Source: an optimization exercise on an open RTL-to-GDS flow (aim: small area, a short achievable clock period and few clock cycles). Production flows keep margins and buffers that such runs may drop.
No run shown here included a check of the RTL's function; only the layout flow was run.
Power figures rest on the tool's default switching activity, not on a simulated workload.

`flow/run.sh`:
```
#!/bin/bash
# synth_recipe.tcl (not shown) runs the flow's synth.tcl, then flattens the netlist and writes it again
# the make line also repeats each setting of config.mk as NAME=value (left out here)
make -C /OpenROAD-flow-scripts/flow DESIGN_CONFIG=/design/flow/config.mk WORK_HOME=/design/flow/orfs CLKGATE_MAP_FILE= SYNTH_SCRIPT=/design/flow/synth_recipe.tcl finish
```
`flow/config.mk`:
```
export PLATFORM = sky130hd
export DESIGN_NAME = mult_div_unit
export DESIGN_NICKNAME = mult_div_unit
export VERILOG_FILES = /design/flow/design.v
export SDC_FILE = /design/flow/constraint.sdc
export NUM_CORES = 4
export LEC_CHECK = 0
export CAP_MARGIN = 20
export CORE_MARGIN = 2
export CORE_UTILIZATION = 40
export SETUP_SLACK_MARGIN = 5
export SLEW_MARGIN = 20
```
`flow/constraint.sdc`:
```
create_clock -name core_clock -period 10.0 [get_ports {clk}]
set_input_delay 2.0000 -clock core_clock [delete_from_list [all_inputs] [get_ports {clk}]]
set_output_delay 2.0000 -clock core_clock [all_outputs]
set_load 0.01 [all_outputs]
```
`flow/design.v`:
```
package mult_div_unit_pkg;
  localparam int MD_DATA_W    = 32;
  localparam int MD_DIV_STEPS = 32;
  localparam logic [5:0] FUNCT_MFHI  = 6'h10;
  localparam logic [5:0] FUNCT_MTHI  = 6'h11;
  localparam logic [5:0] FUNCT_MFLO  = 6'h12;
  localparam logic [5:0] FUNCT_MTLO  = 6'h13;
  localparam logic [5:0] FUNCT_MULT  = 6'h18;
  localparam logic [5:0] FUNCT_MULTU = 6'h19;
  localparam logic [5:0] FUNCT_DIV   = 6'h1A;
  localparam logic [5:0] FUNCT_DIVU  = 6'h1B;
  typedef enum logic [2:0] {
    MD_IDLE = 3'd0,
    MD_MUL  = 3'd1,
    MD_NORM = 3'd2,
    MD_DIV  = 3'd3,
    MD_FIX  = 3'd4,
    MD_ABS  = 3'd5
  } md_state_e;
  function automatic logic md_is_long_op(input logic [5:0] funct);
    md_is_long_op = (funct[5:2] == 4'b0110);
  endfunction
  function automatic logic md_is_signed_op(input logic [5:0] funct);
    md_is_signed_op = (funct == FUNCT_MULT) || (funct == FUNCT_DIV);
  endfunction
endpackage
module mult_div_unit_lzc (
  input  logic [31:0] x,
  output logic [5:0]  n
);
  logic [15:0] v1;
  logic [15:0] c1;
  logic [7:0]  v2;
  logic [15:0] c2;
  logic [3:0]  v3;
  logic [11:0] c3;
  logic [1:0]  v4;
  logic [7:0]  c4;
  logic        v5;
  logic [4:0]  c5;
  always_comb begin
    for (int i = 0; i < 16; i++) begin
      v1[i] = x[2*i+1] | x[2*i];
      c1[i] = ~x[2*i+1];
    end
    for (int i = 0; i < 8; i++) begin
      v2[i]         = v1[2*i+1] | v1[2*i];
      c2[2*i +: 2]  = v1[2*i+1] ? {1'b0, c1[2*i+1]} : {1'b1, c1[2*i]};
    end
    for (int i = 0; i < 4; i++) begin
      v3[i]         = v2[2*i+1] | v2[2*i];
      c3[3*i +: 3]  = v2[2*i+1] ? {1'b0, c2[2*(2*i+1) +: 2]} : {1'b1, c2[2*(2*i) +: 2]};
    end
    for (int i = 0; i < 2; i++) begin
      v4[i]         = v3[2*i+1] | v3[2*i];
      c4[4*i +: 4]  = v3[2*i+1] ? {1'b0, c3[3*(2*i+1) +: 3]} : {1'b1, c3[3*(2*i) +: 3]};
    end
    v5 = v4[1] | v4[0];
    c5 = v4[1] ? {1'b0, c4[7:4]} : {1'b1, c4[3:0]};
    n  = v5 ? {1'b0, c5} : 6'd32;
  end
endmodule
module mult_div_unit_booth_dec (
  input  logic [2:0] w,
  output logic [2:0] sel
);
  always_comb begin
    sel[0] = w[0] ^ w[1];
    sel[1] = (w[2] & ~w[1] & ~w[0]) | (~w[2] & w[1] & w[0]);
    sel[2] = w[2] & ~(w[1] & w[0]);
  end
endmodule
module mult_div_unit_booth_row (
  input  logic [32:0] a,
  input  logic [2:0]  sel,
  output logic [34:0] pp
);
  logic [34:0] mag;
  always_comb begin
    mag = ({35{sel[0]}} & {{2{a[32]}}, a}) | ({35{sel[1]}} & {a[32], a, 1'b0});
    pp  = mag ^ {35{sel[2]}};
  end
endmodule
module mult_div_unit #(
  parameter int DATA_W    = mult_div_unit_pkg::MD_DATA_W,
  parameter int DIV_STEPS = mult_div_unit_pkg::MD_DIV_STEPS
) (
  input  logic              clk,
  input  logic              rst,
  input  logic              flush,
  input  logic              en,
  input  logic [5:0]        funct,
  input  logic [DATA_W-1:0] operand_1,
  input  logic [DATA_W-1:0] operand_2,
  output logic              busy,
  output logic [DATA_W-1:0] hi,
  output logic [DATA_W-1:0] lo,
  output logic              done
);
  mult_div_unit_pkg::md_state_e state;
  logic        last_q;       
  logic [4:0]  cnt_q;        
  logic [5:0]  sel_q;        
  logic        neg_quot_q;
  logic        neg_rem_q;
  logic        div_zero_q;
  logic [5:0]  clz_a_q;      
  logic [5:0]  clz_b_q;
  logic [31:0] hi_q;
  logic [31:0] lo_q;
  logic [32:0] a_q;          
  logic [32:0] b_q;          
  logic [63:0] acc_q;        
  logic        start, is_mul, is_signed, any_neg;
  logic [32:0] op1_x, op2_x;
  logic        op2_zero;
  logic [4:0]  k1, k2;
  logic [4:0]  win1, win2;
  logic [5:0]  sel1, sel2;
  logic        swap;
  logic [5:0]  clz_op1, clz_op2;
  function automatic logic [9:0] md_chunks(input logic [32:0] x);
    logic [31:0] d;
    logic [8:1]  f;
    logic [36:0] e;
    logic [4:0]  k;
    logic [4:0]  w;
    d = x[31:0] ^ {32{x[32]}};
    for (int i = 1; i <= 8; i++) f[i] = (d >> (4*i-1)) == 32'd0;
    e = {{3{x[32]}}, x, 1'b0};
    k = 5'd8;
    w = e[36:32];
    for (int i = 8; i >= 1; i--) if (f[i]) k = 5'(i - 1);
    for (int j = 0; j < 8; j++) if (f[j+1] && (j == 0 || !f[j])) w = e[4*j +: 5];
    md_chunks = {k, w};
  endfunction
  always_comb begin
    start     = en && !flush && (state == mult_div_unit_pkg::MD_IDLE) && mult_div_unit_pkg::md_is_long_op(funct);
    is_mul    = !funct[1];
    is_signed = !funct[0];
    op1_x     = {is_signed & operand_1[31], operand_1};
    op2_x     = {is_signed & operand_2[31], operand_2};
    any_neg   = op1_x[32] || op2_x[32];
    op2_zero  = (operand_2 == 32'd0);
    {k1, win1} = md_chunks(op1_x);
    {k2, win2} = md_chunks(op2_x);
    swap      = is_mul && (k1 < k2);
  end
  mult_div_unit_booth_dec u_dec_10 (.w(win1[2:0]), .sel(sel1[2:0]));
  mult_div_unit_booth_dec u_dec_11 (.w(win1[4:2]), .sel(sel1[5:3]));
  mult_div_unit_booth_dec u_dec_20 (.w(win2[2:0]), .sel(sel2[2:0]));
  mult_div_unit_booth_dec u_dec_21 (.w(win2[4:2]), .sel(sel2[5:3]));
  mult_div_unit_lzc u_lzc_op1 (.x(operand_1), .n(clz_op1));
  mult_div_unit_lzc u_lzc_op2 (.x(operand_2), .n(clz_op2));
  logic [34:0] pp0, pp1;
  logic [41:0] csa_x, csa_y, csa_z, csa_s, csa_c, u;
  logic [23:0] up_inc, up_dec, up_next;
  logic [63:0] acc_next;
  logic [36:0] b_ext;
  logic [4:0]  cnt_dec;
  logic [4:0]  win_next;
  logic [5:0]  sel_next;
  mult_div_unit_booth_row u_row0 (.a(a_q), .sel(sel_q[2:0]), .pp(pp0));
  mult_div_unit_booth_row u_row1 (.a(a_q), .sel(sel_q[5:3]), .pp(pp1));
  always_comb begin
    csa_x    = {2'b00, acc_q[35:0], 1'b0, sel_q[5], 1'b0, sel_q[2]};
    csa_y    = {{7{pp0[34]}}, pp0};
    csa_z    = {{5{pp1[34]}}, pp1, 2'b00};
    csa_s    = csa_x ^ csa_y ^ csa_z;
    csa_c    = {(csa_x[40:0] & csa_y[40:0]) | (csa_x[40:0] & csa_z[40:0]) | (csa_y[40:0] & csa_z[40:0]), 1'b0};
    u        = csa_s + csa_c;
    up_inc   = acc_q[59:36] + 24'd1;
    up_dec   = acc_q[59:36] - 24'd1;
    up_next  = u[41] ? up_dec : (u[40] ? up_inc : acc_q[59:36]);
    acc_next = {up_next, u[39:0]};
    cnt_dec  = cnt_q - 5'd1;
    b_ext    = {{3{b_q[32]}}, b_q, 1'b0};
    win_next = 5'd0;
    for (int j = 0; j < 8; j++) if (cnt_dec[2:0] == 3'(j)) win_next = b_ext[4*j +: 5];
  end
  mult_div_unit_booth_dec u_dec_n0 (.w(win_next[2:0]), .sel(sel_next[2:0]));
  mult_div_unit_booth_dec u_dec_n1 (.w(win_next[4:2]), .sel(sel_next[5:3]));
  logic [6:0]  shamt;
  logic [4:0]  sh;
  logic [32:0] dsub;
  logic        qbit;
  logic [31:0] rem_next, quot_next;
  logic [31:0] a_neg, b_neg, a_abs, b_abs;
  logic [5:0]  clz_a_abs, clz_b_abs;
  logic        need_fix;
  always_comb begin
    a_neg     = -a_q[31:0];
    b_neg     = -b_q[31:0];
    a_abs     = a_q[32] ? a_neg : a_q[31:0];
    b_abs     = b_q[32] ? b_neg : b_q[31:0];
  end
  mult_div_unit_lzc u_lzc_a (.x(a_abs), .n(clz_a_abs));
  mult_div_unit_lzc u_lzc_b (.x(b_abs), .n(clz_b_abs));
  always_comb begin
    shamt     = {1'b0, clz_b_q} - {1'b0, clz_a_q};
    sh        = shamt[6] ? 5'd0 : shamt[4:0];
    dsub      = {1'b0, a_q[31:0]} - {1'b0, b_q[31:0]};
    qbit      = !dsub[32];
    rem_next  = qbit ? dsub[31:0] : a_q[31:0];
    quot_next = {acc_q[30:0], qbit};
    need_fix  = neg_quot_q || neg_rem_q;
  end
  always_ff @(posedge clk) begin
    if (rst || flush) begin
      state  <= mult_div_unit_pkg::MD_IDLE;
      last_q <= 1'b0;
    end else begin
      case (state)
        mult_div_unit_pkg::MD_IDLE: begin
          if (start) begin
            if (is_mul) begin
              last_q <= ((swap ? k1 : k2) == 5'd0);
              state  <= mult_div_unit_pkg::MD_MUL;
            end else begin
              last_q <= op2_zero;
              state  <= (any_neg && !op2_zero) ? mult_div_unit_pkg::MD_ABS : mult_div_unit_pkg::MD_NORM;
            end
          end
        end
        mult_div_unit_pkg::MD_MUL: begin
          last_q <= (cnt_q == 5'd1);
          if (last_q) state <= mult_div_unit_pkg::MD_IDLE;
        end
        mult_div_unit_pkg::MD_ABS: begin
          state <= mult_div_unit_pkg::MD_NORM;
        end
        mult_div_unit_pkg::MD_NORM: begin
          last_q <= (sh == 5'd0) && !need_fix && !div_zero_q;
          state  <= div_zero_q ? mult_div_unit_pkg::MD_IDLE : mult_div_unit_pkg::MD_DIV;
        end
        mult_div_unit_pkg::MD_DIV: begin
          last_q <= ((cnt_q == 5'd1) && !need_fix) || ((cnt_q == 5'd0) && need_fix);
          if (cnt_q == 5'd0) state <= last_q ? mult_div_unit_pkg::MD_IDLE : mult_div_unit_pkg::MD_FIX;
        end
        mult_div_unit_pkg::MD_FIX: begin
          last_q <= 1'b0;
          state  <= mult_div_unit_pkg::MD_IDLE;
        end
        default: state <= mult_div_unit_pkg::MD_IDLE;
      endcase
    end
  end
  always_ff @(posedge clk) begin
    case (state)
      mult_div_unit_pkg::MD_IDLE: begin
        a_q        <= swap ? op2_x : op1_x;
        b_q        <= swap ? op1_x : op2_x;
        acc_q      <= '0;
        cnt_q      <= swap ? k1 : k2;
        sel_q      <= swap ? sel1 : sel2;
        neg_quot_q <= op1_x[32] ^ op2_x[32];
        neg_rem_q  <= op1_x[32];
        div_zero_q <= op2_zero;
        clz_a_q    <= clz_op1;
        clz_b_q    <= clz_op2;
      end
      mult_div_unit_pkg::MD_MUL: begin
        acc_q <= acc_next;
        cnt_q <= cnt_dec;
        sel_q <= sel_next;
      end
      mult_div_unit_pkg::MD_ABS: begin
        a_q     <= {1'b0, a_abs};
        b_q     <= {1'b0, b_abs};
        clz_a_q <= clz_a_abs;
        clz_b_q <= clz_b_abs;
      end
      mult_div_unit_pkg::MD_NORM: begin
        b_q   <= b_q << sh;
        cnt_q <= sh;
      end
      mult_div_unit_pkg::MD_DIV: begin
        a_q   <= {1'b0, rem_next};
        b_q   <= (cnt_q == 5'd0) ? {1'b0, quot_next} : (b_q >> 1);
        acc_q <= {32'd0, quot_next};
        cnt_q <= cnt_dec;
      end
      default: ;
    endcase
  end
  always_ff @(posedge clk) begin
    if (rst) begin
      hi_q <= '0;
      lo_q <= '0;
    end else if (!flush) begin
      case (state)
        mult_div_unit_pkg::MD_IDLE: begin
          if (en && (funct == mult_div_unit_pkg::FUNCT_MTHI)) hi_q <= operand_1;
          if (en && (funct == mult_div_unit_pkg::FUNCT_MTLO)) lo_q <= operand_1;
        end
        mult_div_unit_pkg::MD_MUL: begin
          if (last_q) begin
            hi_q <= acc_next[63:32];
            lo_q <= acc_next[31:0];
          end
        end
        mult_div_unit_pkg::MD_DIV: begin
          if (last_q) begin
            hi_q <= rem_next;
            lo_q <= quot_next;
          end
        end
        mult_div_unit_pkg::MD_FIX: begin
          hi_q <= neg_rem_q ? a_neg : a_q[31:0];
          lo_q <= neg_quot_q ? b_neg : b_q[31:0];
        end
        default: ;
      endcase
    end
  end
  assign busy = mult_div_unit_pkg::md_is_long_op(funct) && !last_q;
  assign done = last_q && !flush;
  assign hi   = hi_q;
  assign lo   = lo_q;
endmodule
```
==> flow_metrics.tcl, run 1 <==
set metrics [dict create \
    antenna_found_initial 7 \
    clock_tree.root_cell "clkbuf_16" \
    worstSetupPathType "reg -> reg" \
    cts.sinks 220 \
    hold_path_class "reg -> reg" \
    synth_fp_nets 3817 \
    synthesis.area_um2 27500 \
    dr.pass1.iters 8 \
    synth_cell_type_count 113 \
    arrival_ns 5.35 \
    synthTopCellsByArea "edfxtp_1 17%, xnor2_1 6.1%, nor2_1 5.4%" \
    cts_hold_buf 0 \
    htree_levels 1 \
    ioPinCount 140 \
    grtUsageTotal_pct 40.9 \
    grt_pass1_vias 28300 \
    routed_wl_mm 151 \
    cap_violations 0 \
    fin_crit_ns 5.10 \
    rsz0062_at_grt "true" \
    die-height_um 266 \
    grt_max_degree 71 \
    tightestPinTransition_ns 1.29 \
    p_per_area_nw_per_um2 188 \
    cts_tree "yes" \
    nNetsFinal 3893 \
    dp_hpwl_mm 112 \
    drcViolationCount 0 \
    r2r_slack_ns 4.90 \
    min-delay-start "lo_q[28]" \
    fp.coreArea_um2 68200 \
    rows 96 \
    hold_violations 0 \
    crit_start "a_q[4]" \
    yosysWarningCount 6 \
    final-setup-viol-count 0 \
    die_x_um 266 \
    period_share_pct 51.0 \
    ir_worst_vdd_v 0.000138 \
    endpoint_kind "register" \
    drive_gt1_share_pct 14.3 \
    startpoint_type "register" \
    skew_ns 0.0253 \
    synthFlopType "edfxtp_1" \
    clk_pin_slew_ns 0.07 \
    hold_ws_ns 0.458 \
    ys_ff_latch 220 \
    areaGrowthSynthToFinish_pct 18.4 \
    die_area_um2 70700 \
    post_drt_wl_per_cell_um 33.0 \
    start_util_pct 40.2 \
    yosysTopAreaCellShare_pct 16.6 \
    drtIter0Drc 4860 \
    leakage_uw 0.0126 \
    fin_setup_tns_ns 0 \
    status "complete, no violations" \
    slew_headroom_pct 13.2 \
    synth_seq_area_share_pct 21.6 \
    numCtsBuffers 30 \
    path_cells "buf_4 > nor3_2 > nand4_1 > buf_4 > or4_1 > nand2_1 > xor2_1 > nand3_1 > nor3_2 > o21ai_1 > o211ai_1 > o311ai_1" \
    slew_violations 0 \
    post-synth-top-count-cell "nor2_1" \
    cts_max_path_buffers 3 \
    required_ns 10.24 \
    grt_pass1_wl_mm 209 \
    async_reset_ff_share_pct 0 \
    insertion_delay_ns 0.62 \
    timing.fmax_mhz 196 \
    numPortBuffers 139 \
    vias_per_cell 6.83 \
    synth_common_cells "394 x nor2_1, 361 x nand2_1, 267 x a21oi_1" \
    reg2reg_from "a_q[4]" \
    drtAntennaViolNets 0 \
    routed-via-count 31300 \
    grt.overflow.total 0 \
    slowest_delay_ns 0.68 \
    syn_inst 3601 \
    yosys.area.top_type "edfxtp_1" \
    syn_area_per_cell_um2 7.62 \
    gp_congestion 1.06 \
    synth_edf_count 152 \
    path_max_fanout 12 \
    cpMaxStageDelayCell "or4_1" \
]
==> worst max-delay path: cells and delay by family (launching register included) <==
| family | cells | cell delay [ns] |
|---|---|---|
| compound gates | 3 | 0.86 |
| xor+xnor | 1 | 0.49 |
| buf+inv | 2 | 0.46 |
| simple gates | 6 | 2.34 |
| flops | 1 | 0.55 |
==> layout make-up <==
type,count,area [um^2]
diodes,3,7.51
clock buffers,40,946
fillers,6821,35700
repair buffers,362,3250
inverters,114,439
clock inverters,16,104
multi-input cells,2949,20700
well taps,882,1100
flip-flops and latches,220,5930
==> report_power, final <==
| group | internal (uW) | switching, uW |
|---|---|---|
| combinational | 1470 | 2370 |
| clock | 666 | 494 |
| sequential | 1020 | 92.9 |
| total | 3160 | 2960 |
==> metrics by stage <==
stage / instance area [um^2] / worst slack [ns] / util, % / instances / power (uW)
after floorplan: 27600 / 4.85 / - / 3601 / 3550
after global placement: 29500 / 3.23 / 43.3 / 4393 / 4520
after detailed placement: 29500 / 3.16 / 43.3 / 4396 / 4510
after CTS: 31800 / 4.99 / 46.6 / 4542 / 5820
after global routing: 32500 / 4.94 / 47.6 / 4583 / 6410
final: 32500 / 4.90 / 47.6 / 4586 / 6120
==> metal layers <==
layer,vias up,wire (um),global-route usage (%),share of wire (%)
met2,2279,61400,59.1,41
met1,15000,58100,54.5,38
li1,13500,-,-,-
met5,-,121,0,0.080
met4,12,13400,27.9,8.9
met3,508,18200,8.67,12
==> state kept, by name, summed over array words and instances, names as in the netlist <==
name,cells
div_zero_q,1
lo_q,32
state,3
neg_rem_q,1
neg_quot_q,1
b_q,33
cnt_q,5
hi_q,32
a_q,33
clz_b_q,6
acc_q,60
clz_a_q,6
sel_q,6
last_q,1
==> path summary, 6_finish.rpt <==
| check | end | depth (start not counted) |
|---|---|---|
| setup / recovery | clz_a_q[2] | 12 |
| setup reg to reg | clz_a_q[2] | 12 |
| hold / removal | lo_q[28] | 2 |
| hold reg to reg | lo_q[28] | 2 |
==> kinds of logic (layout without fill, tap and decap cells) <==
| group | after synthesis | after routing | share of synthesized area (%) |
|---|---|---|---|
| compound gates | 1150 | 1152 | 28.2 |
| xor+xnor | 271 | 271 | 8.71 |
| buf+inv | 434 | 532 | 6.25 |
| simple gates | 1216 | 1216 | 20.9 |
| flops | 220 | 220 | 21.6 |
| fa+ha+maj | 142 | 142 | 7.54 |
| other cells | 0 | 3 | 0 |
| mux | 168 | 168 | 6.86 |
==> cells in the final DEF (no fill, tap or decap), types with 25 or more instances in the layout <==
| master | Yosys | final |
|---|---|---|
| o31ai_1 | 37 | 37 |
| mux2i_1 | 143 | 135 |
| nand2_1 | 361 | 356 |
| clkdlybuf4s50_1 | 0 | 84 |
| o21ai_0 | 194 | 186 |
| dfxtp_1 | 68 | 67 |
| o211ai_1 | 61 | 61 |
| a211oi_1 | 53 | 50 |
| nand3_1 | 70 | 64 |
| xnor2_1 | 191 | 189 |
| nand4_1 | 43 | 43 |
| edfxtp_1 | 152 | 152 |
| a31oi_1 | 34 | 32 |
| nor3_1 | 92 | 88 |
| a21oi_1 | 267 | 255 |
| inv_1 | 107 | 103 |
| ha_1 | 103 | 90 |
| clkbuf_16 | 0 | 38 |
| a221oi_1 | 27 | 25 |
| buf_4 | 6 | 191 |
| o21a_1 | 34 | 33 |
| fa_1 | 39 | 39 |
| o22ai_1 | 37 | 35 |
| a21o_1 | 56 | 56 |
| o21ai_1 | 37 | 38 |
| or3_1 | 47 | 43 |
| xor2_1 | 79 | 78 |
| a22oi_1 | 76 | 71 |
| nor2_1 | 394 | 381 |
==> what timing repair did <==
item	4_1_cts	5_1_grt
endpoints found under the setup margin	145	139
pin swaps	22	26
setup buffers	85	37
gates resized for setup	163	162
cloned	5	3
==> run 2, diff against run 1 <==
--- a/flow/design.v
+++ b/flow/design.v
@@ -100,7 +100,7 @@
   mult_div_unit_pkg::md_state_e state;
   logic        last_q;       
   logic [4:0]  cnt_q;        
-  logic [5:0]  sel_q;        
+  logic [11:0] sel_q;        
   logic        neg_quot_q;
   logic        neg_rem_q;
   logic        div_zero_q;
@@ -114,26 +114,13 @@
   logic        start, is_mul, is_signed, any_neg;
   logic [32:0] op1_x, op2_x;
   logic        op2_zero;
-  logic [4:0]  k1, k2;
-  logic [4:0]  win1, win2;
-  logic [5:0]  sel1, sel2;
-  logic        swap;
+  logic [4:1]  fits;
+  logic [31:0] dsgn;
+  logic [40:0] e_in;
+  logic [2:0]  k_init;
+  logic [8:0]  win_init;
+  logic [11:0] sel_init;
   logic [5:0]  clz_op1, clz_op2;
-  function automatic logic [9:0] md_chunks(input logic [32:0] x);
-    logic [31:0] d;
-    logic [8:1]  f;
-    logic [36:0] e;
-    logic [4:0]  k;
-    logic [4:0]  w;
-    d = x[31:0] ^ {32{x[32]}};
-    for (int i = 1; i <= 8; i++) f[i] = (d >> (4*i-1)) == 32'd0;
-    e = {{3{x[32]}}, x, 1'b0};
-    k = 5'd8;
-    w = e[36:32];
-    for (int i = 8; i >= 1; i--) if (f[i]) k = 5'(i - 1);
-    for (int j = 0; j < 8; j++) if (f[j+1] && (j == 0 || !f[j])) w = e[4*j +: 5];
-    md_chunks = {k, w};
-  endfunction
   always_comb begin
     start     = en && !flush && (state == mult_div_unit_pkg::MD_IDLE) && mult_div_unit_pkg::md_is_long_op(funct);
     is_mul    = !funct[1];
@@ -142,44 +129,58 @@
     op2_x     = {is_signed & operand_2[31], operand_2};
     any_neg   = op1_x[32] || op2_x[32];
     op2_zero  = (operand_2 == 32'd0);
-    {k1, win1} = md_chunks(op1_x);
-    {k2, win2} = md_chunks(op2_x);
-    swap      = is_mul && (k1 < k2);
-  end
-  mult_div_unit_booth_dec u_dec_10 (.w(win1[2:0]), .sel(sel1[2:0]));
-  mult_div_unit_booth_dec u_dec_11 (.w(win1[4:2]), .sel(sel1[5:3]));
-  mult_div_unit_booth_dec u_dec_20 (.w(win2[2:0]), .sel(sel2[2:0]));
-  mult_div_unit_booth_dec u_dec_21 (.w(win2[4:2]), .sel(sel2[5:3]));
+    dsgn      = operand_2 ^ {32{op2_x[32]}};
+    for (int k = 1; k <= 4; k++) fits[k] = (dsgn >> (8*k-1)) == 32'd0;
+    k_init    = 3'd4;
+    for (int k = 4; k >= 1; k--) if (fits[k]) k_init = 3'(k - 1);
+    e_in      = {{7{op2_x[32]}}, op2_x, 1'b0};
+    win_init  = e_in[40:32];
+    for (int j = 0; j < 4; j++) if (fits[j+1] && (j == 0 || !fits[j])) win_init = e_in[8*j +: 9];
+  end
+  for (genvar i = 0; i < 4; i++) begin : g_dec_init
+    mult_div_unit_booth_dec u_dec (.w(win_init[2*i +: 3]), .sel(sel_init[3*i +: 3]));
+  end
   mult_div_unit_lzc u_lzc_op1 (.x(operand_1), .n(clz_op1));
   mult_div_unit_lzc u_lzc_op2 (.x(operand_2), .n(clz_op2));
-  logic [34:0] pp0, pp1;
-  logic [41:0] csa_x, csa_y, csa_z, csa_s, csa_c, u;
-  logic [23:0] up_inc, up_dec, up_next;
+  localparam logic [49:0] MUL_K = 50'h3feac00000000;
+  logic [34:0] pp [4];
+  logic [49:0] r0, r1, r2, r3, r4;
+  logic [49:0] s1, c1, s2, c2, s3, c3, s4, c4, u;
+  logic [15:0] up_inc, up_dec, up_next;
   logic [63:0] acc_next;
-  logic [36:0] b_ext;
+  logic [40:0] b_ext;
   logic [4:0]  cnt_dec;
-  logic [4:0]  win_next;
-  logic [5:0]  sel_next;
-  mult_div_unit_booth_row u_row0 (.a(a_q), .sel(sel_q[2:0]), .pp(pp0));
-  mult_div_unit_booth_row u_row1 (.a(a_q), .sel(sel_q[5:3]), .pp(pp1));
+  logic [8:0]  win_next;
+  logic [11:0] sel_next;
+  for (genvar i = 0; i < 4; i++) begin : g_row
+    mult_div_unit_booth_row u_row (.a(a_q), .sel(sel_q[3*i +: 3]), .pp(pp[i]));
+  end
+  function automatic logic [99:0] md_csa(input logic [49:0] x, input logic [49:0] y, input logic [49:0] z);
+    md_csa = {x ^ y ^ z, ((x & y) | (x & z) | (y & z)) << 1};
+  endfunction
   always_comb begin
-    csa_x    = {2'b00, acc_q[35:0], 1'b0, sel_q[5], 1'b0, sel_q[2]};
-    csa_y    = {{7{pp0[34]}}, pp0};
-    csa_z    = {{5{pp1[34]}}, pp1, 2'b00};
-    csa_s    = csa_x ^ csa_y ^ csa_z;
-    csa_c    = {(csa_x[40:0] & csa_y[40:0]) | (csa_x[40:0] & csa_z[40:0]) | (csa_y[40:0] & csa_z[40:0]), 1'b0};
-    u        = csa_s + csa_c;
-    up_inc   = acc_q[59:36] + 24'd1;
-    up_dec   = acc_q[59:36] - 24'd1;
-    up_next  = u[41] ? up_dec : (u[40] ? up_inc : acc_q[59:36]);
-    acc_next = {up_next, u[39:0]};
+    r0       = {2'b00, acc_q[39:0], 1'b0, sel_q[11], 1'b0, sel_q[8], 1'b0, sel_q[5], 1'b0, sel_q[2]};
+    r1       = {15'd0, ~pp[0][34], pp[0][33:0]};
+    r2       = {13'd0, ~pp[1][34], pp[1][33:0], 2'b00};
+    r3       = {11'd0, ~pp[2][34], pp[2][33:0], 4'b0000};
+    r4       = {9'd0, ~pp[3][34], pp[3][33:0], 6'b000000};
+    {s1, c1} = md_csa(r1, r2, r3);
+    {s2, c2} = md_csa(r4, MUL_K, r0);
+    {s3, c3} = md_csa(s1, c1, s2);
+    {s4, c4} = md_csa(s3, c3, c2);
+    u        = s4 + c4;
+    up_inc   = acc_q[55:40] + 16'd1;
+    up_dec   = acc_q[55:40] - 16'd1;
+    up_next  = u[49] ? up_dec : (u[48] ? up_inc : acc_q[55:40]);
+    acc_next = {up_next, u[47:0]};
     cnt_dec  = cnt_q - 5'd1;
-    b_ext    = {{3{b_q[32]}}, b_q, 1'b0};
-    win_next = 5'd0;
-    for (int j = 0; j < 8; j++) if (cnt_dec[2:0] == 3'(j)) win_next = b_ext[4*j +: 5];
+    b_ext    = {{7{b_q[32]}}, b_q, 1'b0};
+    win_next = 9'd0;
+    for (int j = 0; j < 4; j++) if (cnt_dec[1:0] == 2'(j)) win_next = b_ext[8*j +: 9];
+  end
+  for (genvar i = 0; i < 4; i++) begin : g_dec_next
+    mult_div_unit_booth_dec u_dec (.w(win_next[2*i +: 3]), .sel(sel_next[3*i +: 3]));
   end
-  mult_div_unit_booth_dec u_dec_n0 (.w(win_next[2:0]), .sel(sel_next[2:0]));
-  mult_div_unit_booth_dec u_dec_n1 (.w(win_next[4:2]), .sel(sel_next[5:3]));
   logic [6:0]  shamt;
   logic [4:0]  sh;
   logic [32:0] dsub;
@@ -214,7 +215,7 @@
         mult_div_unit_pkg::MD_IDLE: begin
           if (start) begin
             if (is_mul) begin
-              last_q <= ((swap ? k1 : k2) == 5'd0);
+              last_q <= (k_init == 3'd0);
               state  <= mult_div_unit_pkg::MD_MUL;
             end else begin
               last_q <= op2_zero;
@@ -248,11 +249,11 @@
   always_ff @(posedge clk) begin
     case (state)
       mult_div_unit_pkg::MD_IDLE: begin
-        a_q        <= swap ? op2_x : op1_x;
-        b_q        <= swap ? op1_x : op2_x;
+        a_q        <= op1_x;
+        b_q        <= op2_x;
         acc_q      <= '0;
-        cnt_q      <= swap ? k1 : k2;
-        sel_q      <= swap ? sel1 : sel2;
+        cnt_q      <= {2'b00, k_init};
+        sel_q      <= sel_init;
         neg_quot_q <= op1_x[32] ^ op2_x[32];
         neg_rem_q  <= op1_x[32];
         div_zero_q <= op2_zero;
==> flow_metrics.tcl, run 2 <==
set metrics [dict create \
    leakage_uw 0.0144 \
    htree_levels 1 \
    drive_gt1_share_pct 19.0 \
    grt_max_degree 65 \
    synthesis.area_um2 28800 \
    clock_tree.root_cell "clkbuf_16" \
    drcViolationCount 0 \
    grt_pass1_wl_mm 205 \
    largest_register_ffs 56 \
    routed-via-count 31400 \
    timing.fmax_mhz 175 \
    status "complete, no violations" \
    syn_inst 3669 \
    nNetsFinal 4140 \
    yosysWarningCount 7 \
    gp_congestion 1.03 \
    slew_violations 0 \
    period_share_pct 57.2 \
    vias_per_cell 6.56 \
    numPortBuffers 139 \
    dp_slack_ns 3.30 \
    drtIter0Drc 5039 \
    post_drt_wl_per_cell_um 30.4 \
    die_area_um2 74200 \
    finalNonFillerCells 4785 \
    ioPinCount 140 \
    hold_violations 0 \
    cts_tree "yes" \
    required_ns 10.53 \
    die-height_um 272 \
    die_x_um 272 \
    tightestPinTransition_ns 1.23 \
    rows 98 \
    cap_violations 0 \
    grt_pass1_vias 28900 \
    hold_path_class "reg -> reg" \
    largest_register "acc_q" \
    arrival_ns 6.25 \
    yosysTopAreaCellShare_pct 16.1 \
    synth_cell_type_count 94 \
    grtUsageTotal_pct 37.4 \
    start_util_pct 40.4 \
    fp.coreArea_um2 71400 \
    grt.overflow.total 0 \
    post-synth-top-count-cell "nand2_1" \
    final-setup-viol-count 0 \
    antenna_found_initial 11 \
    clk_pin_slew_ns 0.07 \
    numCtsBuffers 31 \
    worstSetupPathType "reg -> reg" \
    fin_crit_ns 5.72 \
    synth_fp_nets 4001 \
    ir_worst_vdd_v 0.000487 \
    synth_seq_area_share_pct 20.8 \
    drtAntennaViolNets 0 \
    r2r_slack_ns 4.28 \
    insertion_delay_ns 0.64 \
    fin_setup_tns_ns 0 \
    timing.final.ws_setup_ns 4.28 \
    final_common_cell "nand2_1" \
    n_fill_cell 6855 \
    final_cell_mix "326 x nand2_1, 283 x nor2_1, 278 x inv_1, 242 x xnor2_1, 201 x a21oi_1" \
    reg_top3 "acc_q x56, a_q x33, b_q x33" \
    place_inst 4550 \
    rsz0062_at_grt "true" \
    skew_ns 0.0250 \
    hold_ws_ns 0.467 \
    slew_headroom_pct 17.7 \
    synth_common_cells "336 x nand2_1, 313 x nor2_1, 295 x inv_1" \
    areaGrowthSynthToFinish_pct 25.7 \
    dp_hpwl_mm 105 \
    p_per_area_nw_per_um2 335 \
    dr.pass1.iters 6 \
    synthFlopType "edfxtp_1" \
    syn_area_per_cell_um2 7.85 \
    ys_ff_latch 222 \
    path_max_fanout 11 \
    cts.sinks 222 \
    cts_max_path_buffers 3 \
    yosys.area.top_type "edfxtp_1" \
    endpoint_kind "register" \
    routed_wl_mm 146 \
    synth_edf_count 154 \
    synthTopCellsByArea "edfxtp_1 16%, xnor2_1 8.5%, ha_1 6.9%" \
    startpoint_type "register" \
    async_reset_ff_share_pct 0 \
]
-- run 2: per-stage QoR --
step / utilization, % / instance area [um^2] / power (uW)
CTS: 48.7 / 34800 / 10300
finish: 50.7 / 36200 / 12100
floorplan: - / 29200 / 5690
global placement: 43.7 / 31200 / 7300
detailed placement: 43.7 / 31200 / 7280
global route: 50.7 / 36200 / 12700
-- run 2: worst paths after layout --
kind	startpoint	endpoint	cells past startpoint
worst max-delay path	sel_q[6]	hi_q[19]	21
worst min-delay path	lo_q[6]	lo_q[6]	2
worst max register to register	sel_q[6]	hi_q[19]	21
worst min register to register	lo_q[6]	lo_q[6]	2
-- run 2: logic make-up (layout without fill, tap and decap cells) --
| kind of cell | after synthesis | in the layout | synth area share [%] |
|---|---|---|---|
| xor gates and xnor gates | 349 | 349 | 10.6 |
| buffers and inverters | 590 | 752 | 7.75 |
| and+or+nand+nor | 1053 | 1055 | 16.9 |
| AOI/OAI and AO/OA | 1079 | 1079 | 25.4 |
| other | 0 | 2 | 0 |
| DFF | 222 | 222 | 20.8 |
| adders and majority gates | 258 | 258 | 13.8 |
| muxes | 118 | 118 | 4.76 |
-- run 2: layout make-up --
type / count / area, um^2 / area share (%)
clock inverters: 21 / 198 / 0.546
flip-flops and latches: 222 / 5990 / 16.5
multi-input cells: 2859 / 23000 / 63.5
inverters: 300 / 1130 / 3.12
repair buffers: 394 / 3880 / 10.7
diodes: 2 / 5.00 / 0.0138
clock buffers: 37 / 828 / 2.29
well taps: 950 / 1190 / 3.28
-- run 2: per-layer routing --
metal,wire length [um],global-route usage (%),up-vias,share of wire (%)
li1,-,-,13500,-
met1,57300,50.5,15000,39
met2,60600,55.2,2288,42
met3,15900,7.08,541,11
met4,11800,22.8,12,8.1
met5,77,0,-,0.053
-- run 2: power breakdown --
part	leakage, uW	total (uW)	internal [uW]	switching, uW
Sequential	0.00231	1070	1020	58.1
Clock	0.000509	1160	632	531
Combinational	0.0116	9900	4380	5530
Total	0.0144	12100	6020	6120
-- run 2: what timing repair did --
action,4_1_cts,5_1_grt
pin swaps,117,108
gates cloned,9,2
setup endpoints to repair,118,124
resized for setup,285,195
hold buffers,0,0
setup buffers,112,52
-- run 2: critical path, cell delays in order, from the launching register on --
cell and delay [ns]:
edfxtp_1 0.38, buf_6 0.16, bufbuf_16 0.29, a22oi_1 0.21, xnor2_1 0.13, fa_1 0.47, fa_1 0.52, inv_1 0.06
fa_1 0.46, ha_1 0.43, nand2_1 0.28, o21ai_2 0.30, nor2b_1 0.09, o211ai_1 0.20, xor2_1 0.35, o21ai_4 0.18
a211oi_4 0.33, buf_6 0.15, a31oi_1 0.12, xor2_1 0.17, nor2_1 0.07, o221a_2 0.25
==> run 3, diff against run 2 <==
==> flow/flow/run.sh (new file) <==
#!/bin/bash
# Standard synthesis, then the standard layout with faster port buffers and a tighter
# timing-repair target aimed at the worst paths.
set -euo pipefail
bash standard.sh synth > synth.log 2>&1
bash standard.sh SETUP_SLACK_MARGIN=5.4 TNS_END_PERCENT=10 "BUFFER_PORTS_ARGS=-buffer_cell sky130_fd_sc_hd__buf_2" finish > layout.log 2>&1
==> flow/standard.sh (new file) <==
#!/bin/bash
# synth_recipe.tcl (not shown) runs the flow's synth.tcl, then flattens the netlist and writes it again
# the make line also repeats each setting of config.mk as NAME=value (left out here)
make -C /OpenROAD-flow-scripts/flow DESIGN_CONFIG=/design/flow/config.mk WORK_HOME=/design/flow/orfs CLKGATE_MAP_FILE= SYNTH_SCRIPT=/design/flow/synth_recipe.tcl "${@:-finish}"
--- a/flow/config.mk
+++ b/flow/config.mk
@@ -8,5 +8,4 @@
 export CAP_MARGIN = 20
 export CORE_MARGIN = 2
 export CORE_UTILIZATION = 40
-export SETUP_SLACK_MARGIN = 5
 export SLEW_MARGIN = 20
removed: flow/run.sh
==> flow_metrics.tcl, run 3 <==
set metrics [dict create \
    drt-met1-wl_mm 53.3 \
    period_share_pct 56.7 \
    ioPinCount 140 \
    die_area_um2 74200 \
    syn_area_per_cell_um2 7.85 \
    clock_tree.root_cell "clkbuf_16" \
    p_per_area_nw_per_um2 291 \
    cts.sinks 222 \
    dr_wl_met2_mm 57.7 \
    synth_fp_nets 4001 \
    p_switching_uw 4900 \
    startpoint_type "register" \
    dp_hpwl_mm 102 \
    synthTopCellsByArea "edfxtp_1 16%, xnor2_1 8.5%, ha_1 6.9%" \
    critPathMostFrequentCell "buf_4" \
    largest_register "acc_q" \
    cp_top_family "compound AO/OA/AOI/OAI gates" \
    leakage_uw 0.0137 \
    cts_max_path_buffers 3 \
    hold_end "lo_q[6]" \
    grt_pass1_wl_mm 199 \
    slowest_delay_ns 0.59 \
    p_int_uw 4770 \
    p_comb_share_pct 76.4 \
    r2r_slack_ns 4.33 \
    synth_compound_area_share_pct 25.4 \
    synth_seq_area_share_pct 20.8 \
    grt_pass1_vias 28400 \
    routed_wl_mm 140 \
    fin_crit_ns 5.67 \
    grtUsageTotal_pct 36.1 \
    timing.critical_path.buf_inv 5 \
    fp.coreArea_um2 71400 \
    synthMuxAreaShare_pct 4.76 \
    die_x_um 272 \
    start_util_pct 40.4 \
    cts_tree "yes" \
    fin_setup_tns_ns 0 \
    path_cells "buf_4 > buf_4 > inv_1 > ha_1 > inv_1 > fa_1 > a211oi_1 > o21a_1 > nor3_1 > a211o_1 > o211ai_1 > o2111ai_1 > nand2_4 > buf_4 > mux2i_1 > nor2_1 > nor3_1 > nor2_1" \
    dr.pass1.iters 8 \
    synthFlopType "edfxtp_1" \
    syn_inst 3669 \
    pwr-share-clk_pct 12.4 \
    hold_path_class "reg -> reg" \
    grt.overflow.total 0 \
    htree_levels 1 \
    insertion_delay_ns 0.64 \
    highest_layer "met5" \
    yosys.area_share.simple_pct 16.9 \
    r2r_end "hi_q[1]" \
    drcViolationCount 0 \
    hold_violations 0 \
    hold_depth 2 \
    areaGrowthSynthToFinish_pct 15.4 \
    synth_edf_count 154 \
    synthesis.area_um2 28800 \
    nNetsFinal 4067 \
    skew_ns 0.0216 \
    clk_pin_slew_ns 0.07 \
    status "complete, no violations" \
    arrival_ns 6.16 \
    final-setup-viol-count 0 \
    utilization_pct 46.6 \
    cpMaxStageDelayCell "nor3_1" \
    required_ns 10.49 \
    p_seq_share_pct 11.2 \
    post_drt_wl_per_cell_um 29.6 \
    reg_top3 "acc_q x56, a_q x33, b_q x33" \
    hold_ws_ns 0.455 \
    yosysTopAreaCellShare_pct 16.1 \
    numPortBuffers 139 \
    ys_ff_latch 222 \
    yosys.area_share.adder_pct 13.8 \
    drtAntennaViolNets 0 \
    synth_top_family_by_area "compound AO/OA/AOI/OAI gates" \
    antenna_found_initial 10 \
    r2r_cells 18 \
    rows 98 \
    slew_violations 0 \
    ir_worst_vdd_v 0.000251 \
    endpoint_kind "register" \
    cts_hold_buf 0 \
    drive_gt1_share_pct 15.8 \
    path_max_fanout 32 \
    synth_common_cells "336 x nand2_1, 313 x nor2_1, 295 x inv_1" \
    numCtsBuffers 31 \
    grt_max_degree 65 \
    cap_violations 0 \
    final_cell_mix "331 x nand2_1, 300 x nor2_1, 292 x inv_1, 273 x xnor2_1, 224 x a21oi_1" \
    min-delay-start "lo_q[6]" \
    vias_per_cell 6.54 \
    rsz0062_at_grt "true" \
    synth_xor_area_share_pct 10.6 \
    tightestPinTransition_ns 1.17 \
    synth_cell_type_count 94 \
    die-height_um 272 \
    gp_congestion 1.05 \
    worstSetupPathType "reg -> reg" \
    async_reset_ff_share_pct 0 \
    slew_headroom_pct 20.1 \
    yosys.area.top_type "edfxtp_1" \
    sw_frac_of_total_pct 50.7 \
    final_common_cell "nand2_1" \
    yosysWarningCount 7 \
    timing.fmax_mhz 176 \
    reg2reg_from "a_q[0]" \
    largest_register_ffs 56 \
    routed-via-count 30800 \
    routed-wl-met3_mm 17.7 \
    drtIter0Drc 5087 \
    post-synth-top-count-cell "nand2_1" \
]
-- run 3: cell types whose count changed in the layout (fill, tap and decap cells not counted), moves of 23 or more --
cell             previous run  this run
xnor2_1                   242       273
buf_2                       5       139
buf_4                     187       158
clkdlybuf4s50_1           129         0
xnor2_2                    29         5
a21oi_1                   201       224
buf_6                      32         8
-- run 3: area by class of cell --
class / instances / area, um^2
clock buffers: 41 / 843
repair buffers: 322 / 2320
fillers: 7143 / 38100
multi-input cells: 2858 / 21600
diodes: 3 / 7.51
well taps: 950 / 1190
inverters: 300 / 1130
flip-flops and latches: 222 / 5990
clock inverters: 17 / 211
-- run 3: per-stage QoR --
stage | setup WS [ns] | std cells | instance area [um^2] | total power, uW
6_report | 4.33 | 4713 | 33300 | 9670
5_1_grt | 4.18 | 4710 | 33200 | 10200
2_1_floorplan | 4.40 | 3669 | 29100 | 5590
3_3_place_gp | 3.27 | 4553 | 30400 | 7080
4_1_cts | 4.38 | 4677 | 32600 | 9010
3_5_place_dp | 3.19 | 4553 | 30400 | 7060
-- run 3: worst min-delay path: stages, from the launching register on --
cell and delay [ns]:
dfxtp_1 0.31, nand2_1 0.05, a21oi_1 0.05
-- run 3: power groups by stage --
stage | clock network (uW) | logic [uW] | registers (uW)
6_report | 1200 | 7400 | 1080
5_1_grt | 1230 | 7910 | 1080
4_1_cts | 1200 | 6730 | 1080
3_5_place_dp | 0 | 5950 | 1110
3_3_place_gp | 0 | 5970 | 1110
2_1_floorplan | 0 | 4540 | 1060
-- run 3: worst max-delay path by stage --
stage | cells past startpoint | to | slack (ns) | start
floorplan | 25 | hi_q[20] | 4.40 | a_q[32]
global route | 20 | hi_q[20] | 4.18 | sel_q[0]
detailed placement | 19 | hi_q[20] | 3.19 | sel_q[8]
CTS | 20 | hi_q[20] | 4.38 | a_q[16]
global placement | 20 | hi_q[10] | 3.27 | a_q[9]
finish | 18 | hi_q[1] | 4.33 | a_q[0]
-- run 3: metal layers --
layer / track usage (%) / vias to the layer above
met5: 0 / -
met4: 22.1 / 12
met3: 9.02 / 482
met2: 53.2 / 2245
met1: 47.5 / 14700
li1: - / 13400
-- run 3: kinds of logic (layout without fill, tap and decap cells) --
family                   Yosys count  count (layout)
buffers and inverters            590             680
XOR/XNOR                         349             349
multiplexers                     118             118
flip-flops                       222             222
AO/OA/AOI/OAI                   1079            1079
AND/OR/NAND/NOR                 1053            1054
other                              0               3
adder cells (fa/ha/maj)          258             258
-- run 3: repair_timing --
item | CTS | global route
hold endpoints to repair | 0 | 0
cloned | 2 | 2
setup endpoints to repair | 164 | 185
pin swaps | 32 | 38
setup buffers | 64 | 31
resized for setup | 113 | 71

## static timing again, ports no longer ideal
No port has a modelled driver above. Below, the same layouts with a new extraction and two added sets of constraints. Step 1 sets driving cells, clkbuf_16 on the clock port and buf_2 on the other inputs (assumed; they add their load-dependent delay and slew). Step 2 moves the port delays by t, midway between the first and last clock arrival at a register: inputs arrive t later, outputs are due t later. That takes back most of the time a late clock gives input paths. Slacks: ideal / step 1 / step 2; pairs: ideal / step 1.
run	t (ns)	setup WS [ns]	hold slack, ns	pins driven straight from the clock port
run 1	0.684	4.899 / 4.899 / 4.388	0.458 / 0.458 / 0.458	1
run 2	0.695	4.280 / 4.280 / 4.280	0.467 / 0.467 / 0.467	1
run 3	0.693	4.333 / 4.333 / 3.848	0.455 / 0.455 / 0.455	1
After both steps every run listed still meets setup and hold. The setup slack of run 1, which loses most, moves by 0.000 ns with the drivers and by -0.511 ns with both steps.
